This is an optimization exercise on Yosys and OpenROAD, whose aim is small area, not a production implementation. The RTL was checked by simulation tests, not by an equivalence proof against the original design.

==> job 3144: inputs <==
==> flow/design.v <==
module pa_clic_int_cond #(
  parameter int INT_NUM     = 128,
  parameter int SYNC_STAGES = 2,
  parameter int FILT_CNT_W  = 3
) (
  input  logic                  forever_cpuclk,
  input  logic                  cpurst,
  input  logic [INT_NUM-1:0]    pad_int_raw,
  input  logic [INT_NUM-1:0]    int_edge_mode,
  input  logic [FILT_CNT_W-1:0] filt_thresh,
  input  logic                  clic_clk_en,
  input  logic                  int_cond_ovf_clr,
  input  logic                  pad_yy_scan_mode,
  output logic [INT_NUM-1:0]    pad_clic_int_vld,
  output logic [INT_NUM-1:0]    int_cond_ovf
);
  logic rst_d1, rst_d2;
  always_ff @(posedge forever_cpuclk) begin
    rst_d1 <= cpurst;
    rst_d2 <= rst_d1;
  end
  wire rf = cpurst | rst_d1 | rst_d2;
  wire nt0 = ~filt_thresh[0];
  wire nt1 = ~filt_thresh[1];
  wire nt2 = ~filt_thresh[2];
  logic [INT_NUM-1:0] a_q, s_q, f_q, fd_q, p_q, o_q;
  logic [INT_NUM-1:0] c0_q, c1_q, c2_q;
  always_ff @(posedge forever_cpuclk) begin
    a_q  <= pad_int_raw;
    s_q  <= a_q;
    fd_q <= f_q;
  end
  for (genvar i = 0; i < INT_NUM; i++) begin : g_line
    wire c0 = c0_q[i];
    wire c1 = c1_q[i];
    wire c2 = c2_q[i];
    wire lo = (c1 & (c0 | nt0)) | (nt1 & (c1 | c0 | nt0));
    wire ge = (c2 & lo) | (nt2 & (c2 | lo));
    wire d  = s_q[i] ^ f_q[i];
    wire g  = ~rf & d & ~ge;
    wire rise = f_q[i] & ~fd_q[i];
    wire hold = p_q[i] & ~clic_clk_en;
    always_ff @(posedge forever_cpuclk) begin
      f_q[i]  <= ~rf & (ge ? s_q[i] : f_q[i]);
      c0_q[i] <= g & ~c0;
      c1_q[i] <= g & ((c1 & ~c0) | (~c1 & c0));
      c2_q[i] <= g & ((c2 & ~c1) | (c2 & ~c0) | (~c2 & c1 & c0));
      p_q[i]  <= ~cpurst & int_edge_mode[i] & (rise | hold);
      o_q[i]  <= ~cpurst & ((int_edge_mode[i] & rise & hold) | (o_q[i] & ~int_cond_ovf_clr));
    end
  end
  assign pad_clic_int_vld = pad_yy_scan_mode ? pad_int_raw
                          : (int_edge_mode & p_q) | (~int_edge_mode & f_q);
  assign int_cond_ovf = o_q;
endmodule
==> flow/flow/run.sh <==
#!/bin/bash
# Own layout flow. the standard ORFS flow (standard.sh) with:
#  - the logic mapped by hand (flow/gen_netlist.py) instead of by ABC: the
#    netlist keeps the standard synthesis's registers (names and cell type),
#    and Yosys proves it equivalent to the RTL before the layout starts;
#  - the smallest buffer for the port buffers;
#  - clkbuf_8 clock-tree buffers, larger sink clusters, no dummy loads.
# Each tool writes its full output to a log of its own in this folder.
set -euo pipefail
W=$PWD
# 1. the standard synthesis, for its register names
bash "$W/standard.sh" synth > "$W/log_std_synth.log" 2>&1
R="$W/orfs/results/$FLOW_PLATFORM/pa_clic_int_cond/base"
cp "$R/1_2_yosys.v" "$W/std_synth.v"
# 2. the hand-mapped netlist, checked against the standard registers and the RTL
python3 "$W/flow/gen_netlist.py" "$W/hand.v" > "$W/log_gen.log" 2>&1
regs() { grep -o '^ *sky130_fd_sc_hd__df[a-z0-9_]* \\[^ ]*' "$1" | sed 's/^ *//' | sort; }
regs "$W/std_synth.v" > "$W/regs_std.txt"
regs "$W/hand.v" > "$W/regs_hand.txt"
if ! cmp -s "$W/regs_std.txt" "$W/regs_hand.txt"; then
  echo "register mismatch between standard synthesis and hand netlist" >&2
  diff "$W/regs_std.txt" "$W/regs_hand.txt" | head >&2
  exit 1
fi
yosys -s "$W/flow/equiv.ys" > "$W/log_equiv.log" 2>&1
# 3. the layout of the hand-mapped netlist
rm -rf "$W/orfs"
bash "$W/standard.sh" \
  SYNTH_NETLIST_FILES="$W/hand.v" \
  BUFFER_PORTS_ARGS="-buffer_cell sky130_fd_sc_hd__buf_1" \
  CTS_ARGS="-sink_clustering_enable -repair_clock_nets -buf_list sky130_fd_sc_hd__clkbuf_8 -sink_clustering_size 16 -sink_clustering_max_diameter 80 -dont_use_dummy_load" \
  finish > "$W/log_orfs.log" 2>&1
==> flow/flow/equiv.ys <==
# Proves the hand-mapped netlist (hand.v) equivalent to the RTL (design.v),
# registers paired by name.
read_verilog -sv design.v
prep -flatten -top pa_clic_int_cond
async2sync
dffunmap
splitnets -driver
opt_clean
rename pa_clic_int_cond gold
design -stash gold
read_liberty -ignore_miss_func /OpenROAD-flow-scripts/flow/platforms/sky130hd/lib/sky130_fd_sc_hd__tt_025C_1v80.lib
read_verilog hand.v
hierarchy -top pa_clic_int_cond
flatten
splitnets -driver
opt_clean
rename pa_clic_int_cond gate
design -stash gate
design -copy-from gold -as gold gold
design -copy-from gate -as gate gate
equiv_make gold gate equiv
hierarchy -top equiv
equiv_simple
equiv_induct
equiv_status -assert
==> flow/flow/gen_netlist.py <==
#!/usr/bin/env python3
"""Writes a gate-level netlist (sky130hd cells) of rtl/pa_clic_int_cond.sv.

The registers, their names and cell type are those the standard synthesis
gives the RTL; the logic between them is mapped here by hand, line by line.
usage: gen_netlist.py OUT.v
"""
import sys

N = 128
P = "sky130_fd_sc_hd__"
out = []
cnt = [0]


def cell(typ, pins, name=None):
    cnt[0] += 1
    inst = name if name else f"_h{cnt[0]:05d}_"
    conns = ", ".join(f".{k}({v})" for k, v in pins.items())
    out.append(f"  {P}{typ} {inst} ({conns});")


def ff(reg, d, q):
    cell("dfxtp_1", {"CLK": "forever_cpuclk", "D": d, "Q": q}, name=f"\\{reg}$_DFF_P_ ")


wires = []


def w(name):
    wires.append(name)
    return name


# shared logic
ff("rst_d1", "cpurst", "rst_d1")
ff("rst_d2", "rst_d1", "rst_d2")
w("rst_d1"); w("rst_d2")
rf = w("sh_rf")
cell("or3_1", {"A": "cpurst", "B": "rst_d1", "C": "rst_d2", "X": rf})
nt = []
for b in range(3):
    n = w(f"sh_nt{b}")
    cell("inv_1", {"A": f"filt_thresh[{b}]", "Y": n})
    nt.append(n)
k1 = w("sh_k1")  # ~en & ~rst
cell("nor2_1", {"A": "clic_clk_en", "B": "cpurst", "Y": k1})
k2 = w("sh_k2")  # ~clr & ~rst
cell("nor2_1", {"A": "int_cond_ovf_clr", "B": "cpurst", "Y": k2})

for i in range(N):
    q = {r: w(f"\\{r}[{i}] ") for r in ("a_q", "s_q", "f_q", "fd_q", "c0_q", "c1_q", "c2_q", "p_q")}
    raw, edge = f"pad_int_raw[{i}]", f"int_edge_mode[{i}]"
    vld, o = f"pad_clic_int_vld[{i}]", f"int_cond_ovf[{i}]"
    t = lambda s: w(f"l{i}_{s}")
    s, f, fd, c0, c1, c2, p = (q[k] for k in ("s_q", "f_q", "fd_q", "c0_q", "c1_q", "c2_q", "p_q"))
    # synchroniser and previous level: no logic
    ff(f"a_q[{i}]", raw, q["a_q"])
    ff(f"s_q[{i}]", q["a_q"], s)
    ff(f"fd_q[{i}]", f, fd)
    # c >= filt_thresh
    #   ge = (c2 | ~T2) & ((c2 & ~T2) | (c1 & ~T1) | ((c0 | ~T0) & (c1 | ~T1)))
    k0, k1n, k2n, ge = t("k0"), t("k1"), t("k2"), t("ge")
    cell("nor2_1", {"A": c2, "B": nt[2], "Y": k2n})
    cell("o22ai_1", {"A1": c0, "A2": nt[0], "B1": c1, "B2": nt[1], "Y": k0})
    cell("a22oi_1", {"A1": c1, "A2": nt[1], "B1": c2, "B2": nt[2], "Y": k1n})
    cell("a21oi_1", {"A1": k1n, "A2": k0, "B1": k2n, "Y": ge})
    # filtered level
    mx, fn = t("mx"), t("fn")
    cell("mux2i_1", {"A0": f, "A1": s, "S": ge, "Y": mx})
    cell("nor2_1", {"A": rf, "B": mx, "Y": fn})
    ff(f"f_q[{i}]", fn, f)
    # counter: count while s != f and c < T, else clear
    dn, gn = t("dn"), t("gn")
    cell("xnor2_1", {"A": s, "B": f, "Y": dn})
    cell("or3_1", {"A": rf, "B": dn, "C": ge, "X": gn})
    c0n, c1n, c2n, x1, x2 = t("c0n"), t("c1n"), t("c2n"), t("x1"), t("x2")
    cell("nor2_1", {"A": gn, "B": c0, "Y": c0n})
    cell("xnor2_1", {"A": c1, "B": c0, "Y": x1})
    cell("nor2_1", {"A": gn, "B": x1, "Y": c1n})
    cell("a21oi_1", {"A1": c1, "A2": c0, "B1": c2, "Y": x2})
    cell("nor2_1", {"A": gn, "B": x2, "Y": c2n})
    ff(f"c0_q[{i}]", c0n, c0)
    ff(f"c1_q[{i}]", c1n, c1)
    ff(f"c2_q[{i}]", c2n, c2)
    # pending and overflow flags
    zn, yn, pn, wn, on = t("zn"), t("yn"), t("pn"), t("wn"), t("on")
    cell("nand3b_1", {"A_N": fd, "B": edge, "C": f, "Y": zn})   # ~(edge & rise)
    cell("nand3_1", {"A": edge, "B": p, "C": k1, "Y": yn})       # ~(edge & hold & ~rst)
    cell("a21oi_1", {"A1": zn, "A2": yn, "B1": "cpurst", "Y": pn})
    cell("nand2_1", {"A": o, "B": k2, "Y": wn})
    cell("o21ai_0", {"A1": zn, "A2": yn, "B1": wn, "Y": on})
    ff(f"p_q[{i}]", pn, p)
    ff(f"o_q[{i}]", on, o)
    # output: scan bypass, else pending flag (edge mode) or level
    mn = t("mn")
    cell("mux2i_1", {"A0": f, "A1": p, "S": edge, "Y": mn})
    cell("o2bb2ai_1", {"A1_N": raw, "A2_N": "pad_yy_scan_mode", "B1": mn, "B2": "pad_yy_scan_mode", "Y": vld})

hdr = """module pa_clic_int_cond(forever_cpuclk, cpurst, pad_int_raw, int_edge_mode, filt_thresh, clic_clk_en, int_cond_ovf_clr, pad_yy_scan_mode, pad_clic_int_vld, int_cond_ovf);
  input forever_cpuclk;
  input cpurst;
  input [127:0] pad_int_raw;
  input [127:0] int_edge_mode;
  input [2:0] filt_thresh;
  input clic_clk_en;
  input int_cond_ovf_clr;
  input pad_yy_scan_mode;
  output [127:0] pad_clic_int_vld;
  output [127:0] int_cond_ovf;
"""
with open(sys.argv[1], "w") as fh:
    fh.write(hdr)
    for x in wires:
        fh.write(f"  wire {x};\n")
    fh.write("\n".join(out) + "\nendmodule\n")
==> flow/standard.sh <==
#!/bin/bash
# synth_recipe.tcl (not shown) runs the flow's synth.tcl, then flattens the netlist and writes it again
# the make line also repeats each setting of config.mk as NAME=value (left out here)
make -C /OpenROAD-flow-scripts/flow DESIGN_CONFIG=/design/flow/config.mk WORK_HOME=/design/flow/orfs CLKGATE_MAP_FILE= SYNTH_SCRIPT=/design/flow/synth_recipe.tcl "${@:-finish}"
==> flow/config.mk <==
export PLATFORM = sky130hd
export DESIGN_NAME = pa_clic_int_cond
export DESIGN_NICKNAME = pa_clic_int_cond
export VERILOG_FILES = /design/flow/design.v
export SDC_FILE = /design/flow/constraint.sdc
export NUM_CORES = 4
export LEC_CHECK = 0
export CAP_MARGIN = 20
export CORE_MARGIN = 2
export CORE_UTILIZATION = 45
export SLEW_MARGIN = 20
==> flow/constraint.sdc <==
create_clock -name core_clock -period 4.0 [get_ports {forever_cpuclk}]
set_input_delay 0.8000 -clock core_clock [delete_from_list [all_inputs] [get_ports {forever_cpuclk}]]
set_output_delay 0.8000 -clock core_clock [all_outputs]
set_load 0.01 [all_outputs]
==> inputs of job 2660, as changes to job 3144 <==
--- a/flow/flow/run.sh
+++ b/flow/flow/run.sh
@@ -25,8 +25,13 @@
 yosys -s "$W/flow/equiv.ys" > "$W/log_equiv.log" 2>&1
-# 3. the layout of the hand-mapped netlist
+# 3. the layout of the hand-mapped netlist; ORFS's repair may not use the
+#    buffers above buf_4 (added to the platform's don't-use list)
 rm -rf "$W/orfs"
+DU=$(sed -n '/^export DONT_USE_CELLS/,/^$/p' "$FLOW_HOME/platforms/$FLOW_PLATFORM/config.mk" | grep -o 'sky130_fd_sc_hd__[a-z0-9_]*' | tr '\n' ' ')
+DU="$DU sky130_fd_sc_hd__buf_6 sky130_fd_sc_hd__buf_8 sky130_fd_sc_hd__buf_12 sky130_fd_sc_hd__buf_16 sky130_fd_sc_hd__bufbuf_8 sky130_fd_sc_hd__bufbuf_16 sky130_fd_sc_hd__clkbuf_16"
+echo "DONT_USE_CELLS: $DU" > "$W/log_dont_use.log"
 bash "$W/standard.sh" \
+  DONT_USE_CELLS="$DU" \
   SYNTH_NETLIST_FILES="$W/hand.v" \
   BUFFER_PORTS_ARGS="-buffer_cell sky130_fd_sc_hd__buf_1" \
-  CTS_ARGS="-sink_clustering_enable -repair_clock_nets -buf_list sky130_fd_sc_hd__clkbuf_8 -sink_clustering_size 16 -sink_clustering_max_diameter 80 -dont_use_dummy_load" \
+  CTS_ARGS="-sink_clustering_enable -repair_clock_nets -buf_list sky130_fd_sc_hd__clkbuf_8 -sink_clustering_size 20 -sink_clustering_max_diameter 80 -dont_use_dummy_load" \
   finish > "$W/log_orfs.log" 2>&1
--- a/flow/flow/gen_netlist.py
+++ b/flow/flow/gen_netlist.py
@@ -40,2 +40,5 @@
 cell("or3_1", {"A": "cpurst", "B": "rst_d1", "C": "rst_d2", "X": rf})
+rfn = w("sh_rfn")
+cell("nor3_1", {"A": "cpurst", "B": "rst_d1", "C": "rst_d2", "Y": rfn})
+# threshold bits inverted, forced to 1 (threshold 0, so ge = 1) while rf
 nt = []
@@ -43,3 +46,3 @@
     n = w(f"sh_nt{b}")
-    cell("inv_1", {"A": f"filt_thresh[{b}]", "Y": n})
+    cell("nand2_1", {"A": f"filt_thresh[{b}]", "B": rfn, "Y": n})
     nt.append(n)
@@ -60,18 +63,18 @@
     ff(f"fd_q[{i}]", f, fd)
-    # c >= filt_thresh
-    #   ge = (c2 | ~T2) & ((c2 & ~T2) | (c1 & ~T1) | ((c0 | ~T0) & (c1 | ~T1)))
-    k0, k1n, k2n, ge = t("k0"), t("k1"), t("k2"), t("ge")
-    cell("nor2_1", {"A": c2, "B": nt[2], "Y": k2n})
-    cell("o22ai_1", {"A1": c0, "A2": nt[0], "B1": c1, "B2": nt[1], "Y": k0})
-    cell("a22oi_1", {"A1": c1, "A2": nt[1], "B1": c2, "B2": nt[2], "Y": k1n})
-    cell("a21oi_1", {"A1": k1n, "A2": k0, "B1": k2n, "Y": ge})
-    # filtered level
+    # ge = rf | (c >= filt_thresh), as its inverse gen:
+    #   ge = (c2 & ~T2) | ((c1 | ~T1) & (c2 | ~T2) & ((c1 & ~T1) | c0 | ~T0))
+    m0, m1, m2, gen = t("m0"), t("m1"), t("m2"), t("gen")
+    cell("a211oi_1", {"A1": c1, "A2": nt[1], "B1": c0, "C1": nt[0], "Y": m0})
+    cell("o22ai_1", {"A1": c1, "A2": nt[1], "B1": c2, "B2": nt[2], "Y": m1})
+    cell("nor2_1", {"A": m1, "B": m0, "Y": m2})
+    cell("a21oi_1", {"A1": c2, "A2": nt[2], "B1": m2, "Y": gen})
+    # filtered level: f' = ~rf & (ge ? s : f)
     mx, fn = t("mx"), t("fn")
-    cell("mux2i_1", {"A0": f, "A1": s, "S": ge, "Y": mx})
+    cell("mux2i_1", {"A0": s, "A1": f, "S": gen, "Y": mx})
     cell("nor2_1", {"A": rf, "B": mx, "Y": fn})
     ff(f"f_q[{i}]", fn, f)
-    # counter: count while s != f and c < T, else clear
-    dn, gn = t("dn"), t("gn")
-    cell("xnor2_1", {"A": s, "B": f, "Y": dn})
-    cell("or3_1", {"A": rf, "B": dn, "C": ge, "X": gn})
+    # counter: count while s != f and c < T, else clear; gn = ~((s ^ f) & ~ge)
+    sf, gn = t("sf"), t("gn")
+    cell("nand2_1", {"A": s, "B": f, "Y": sf})
+    cell("o211ai_1", {"A1": s, "A2": f, "B1": sf, "C1": gen, "Y": gn})
     c0n, c1n, c2n, x1, x2 = t("c0n"), t("c1n"), t("c2n"), t("x1"), t("x2")
--- a/flow/config.mk
+++ b/flow/config.mk
@@ -9,3 +9,3 @@
 export CORE_MARGIN = 2
-export CORE_UTILIZATION = 45
+export CORE_UTILIZATION = 75
 export SLEW_MARGIN = 20
==> inputs of job 8524, as changes to job 3144 <==
--- a/flow/flow/run.sh
+++ b/flow/flow/run.sh
@@ -6,3 +6,4 @@
 #  - the smallest buffer for the port buffers;
-#  - clkbuf_8 clock-tree buffers, larger sink clusters, no dummy loads.
+#  - clkbuf_8 clock-tree buffers, larger sink clusters, no dummy loads;
+#  - no buffers above buf_4 for ORFS's repair of the shared nets.
 # Each tool writes its full output to a log of its own in this folder.
@@ -25,4 +26,6 @@
 yosys -s "$W/flow/equiv.ys" > "$W/log_equiv.log" 2>&1
-# 3. the layout of the hand-mapped netlist
+# 3. the layout of the hand-mapped netlist; ORFS's repair may not use the
+#    largest buffers (added to the platform's don't-use list)
 rm -rf "$W/orfs"
+export DONT_USE_CELLS="sky130_fd_sc_hd__buf_6 sky130_fd_sc_hd__buf_8 sky130_fd_sc_hd__buf_12 sky130_fd_sc_hd__buf_16 sky130_fd_sc_hd__bufbuf_8 sky130_fd_sc_hd__bufbuf_16 sky130_fd_sc_hd__clkbuf_16"
 bash "$W/standard.sh" \
@@ -30,3 +33,3 @@
   BUFFER_PORTS_ARGS="-buffer_cell sky130_fd_sc_hd__buf_1" \
-  CTS_ARGS="-sink_clustering_enable -repair_clock_nets -buf_list sky130_fd_sc_hd__clkbuf_8 -sink_clustering_size 16 -sink_clustering_max_diameter 80 -dont_use_dummy_load" \
+  CTS_ARGS="-sink_clustering_enable -repair_clock_nets -buf_list sky130_fd_sc_hd__clkbuf_8 -sink_clustering_size 18 -sink_clustering_max_diameter 80 -dont_use_dummy_load" \
   finish > "$W/log_orfs.log" 2>&1
--- a/flow/flow/gen_netlist.py
+++ b/flow/flow/gen_netlist.py
@@ -60,18 +60,18 @@
     ff(f"fd_q[{i}]", f, fd)
-    # c >= filt_thresh
-    #   ge = (c2 | ~T2) & ((c2 & ~T2) | (c1 & ~T1) | ((c0 | ~T0) & (c1 | ~T1)))
-    k0, k1n, k2n, ge = t("k0"), t("k1"), t("k2"), t("ge")
-    cell("nor2_1", {"A": c2, "B": nt[2], "Y": k2n})
-    cell("o22ai_1", {"A1": c0, "A2": nt[0], "B1": c1, "B2": nt[1], "Y": k0})
-    cell("a22oi_1", {"A1": c1, "A2": nt[1], "B1": c2, "B2": nt[2], "Y": k1n})
-    cell("a21oi_1", {"A1": k1n, "A2": k0, "B1": k2n, "Y": ge})
-    # filtered level
+    # c >= filt_thresh, as its inverse gen:
+    #   ge = (c2 & ~T2) | ((c1 | ~T1) & (c2 | ~T2) & ((c1 & ~T1) | c0 | ~T0))
+    m0, m1, m2, gen = t("m0"), t("m1"), t("m2"), t("gen")
+    cell("a211oi_1", {"A1": c1, "A2": nt[1], "B1": c0, "C1": nt[0], "Y": m0})
+    cell("o22ai_1", {"A1": c1, "A2": nt[1], "B1": c2, "B2": nt[2], "Y": m1})
+    cell("nor2_1", {"A": m1, "B": m0, "Y": m2})
+    cell("a21oi_1", {"A1": c2, "A2": nt[2], "B1": m2, "Y": gen})
+    # filtered level: f' = ~rf & (ge ? s : f)
     mx, fn = t("mx"), t("fn")
-    cell("mux2i_1", {"A0": f, "A1": s, "S": ge, "Y": mx})
+    cell("mux2i_1", {"A0": s, "A1": f, "S": gen, "Y": mx})
     cell("nor2_1", {"A": rf, "B": mx, "Y": fn})
     ff(f"f_q[{i}]", fn, f)
-    # counter: count while s != f and c < T, else clear
-    dn, gn = t("dn"), t("gn")
-    cell("xnor2_1", {"A": s, "B": f, "Y": dn})
-    cell("or3_1", {"A": rf, "B": dn, "C": ge, "X": gn})
+    # counter: count while s != f and c < T, else clear; gn = ~(~rf & (s ^ f) & ~ge)
+    sr, gn = t("sr"), t("gn")
+    cell("a21oi_1", {"A1": s, "A2": f, "B1": rf, "Y": sr})
+    cell("o211ai_1", {"A1": s, "A2": f, "B1": sr, "C1": gen, "Y": gn})
     c0n, c1n, c2n, x1, x2 = t("c0n"), t("c1n"), t("c2n"), t("x1"), t("x2")
--- a/flow/config.mk
+++ b/flow/config.mk
@@ -9,3 +9,3 @@
 export CORE_MARGIN = 2
-export CORE_UTILIZATION = 45
+export CORE_UTILIZATION = 65
 export SLEW_MARGIN = 20
==> notes <==
Against job 2660, the cell area of job 8524 is higher by 0.75%. Of job 2660 and job 3144, job 3144 has the higher synthesized area (gap about 1.2%, measured against job 3144). Cell count, highest first: job 3144, job 8524, job 2660. The highest sequential share of layout area belongs to job 2660, the lowest to job 3144. The lowest hold slack belongs to job 3144, the highest to job 2660. In job 8524 the die area is larger than in job 2660, by about 16%. In synthesized cell count, job 2660 and job 3144 hardly differ. In flip-flop and latch count, job 2660 and job 8524 do not differ.

-- separate check: timing with driven ports --
In the flow no input, the clock included, has a driving cell. The finished layouts below were timed again as built, in two steps. Step 1 (the two cells are an assumption about what drives the block):
set clk [get_ports {forever_cpuclk}]
set_driving_cell -lib_cell sky130_fd_sc_hd__clkbuf_16 $clk
set_driving_cell -lib_cell sky130_fd_sc_hd__buf_2 [delete_from_list [all_inputs] $clk]
Step 2 also shifts input and output timing later by t, the mid clock arrival at the registers, as if the neighbouring blocks saw the same clock. a / b / c = no drivers / after step 1 / after step 2; a / b = the first two.
| run | shift t [ns] | slack for setup (ns) | latest minus earliest clock arrival (ns) | worst register clock-pin slew, ns |
|---|---|---|---|---|
| job 3144 | 0.740 | 1.208 / 1.185 / 1.185 | 0.085 / 0.085 | 0.10 / 0.10 |
| job 2660 | 0.730 | 0.924 / 0.900 / 0.455 | 0.054 / 0.055 | 0.12 / 0.12 |
| job 8524 | 0.730 | 1.097 / 1.073 / 0.986 | 0.067 / 0.066 | 0.11 / 0.11 |
After both steps setup and hold are still met in every run listed. The setup slack of job 2660, which loses most, moves by -0.024 ns with the drivers and by -0.469 ns with both steps.
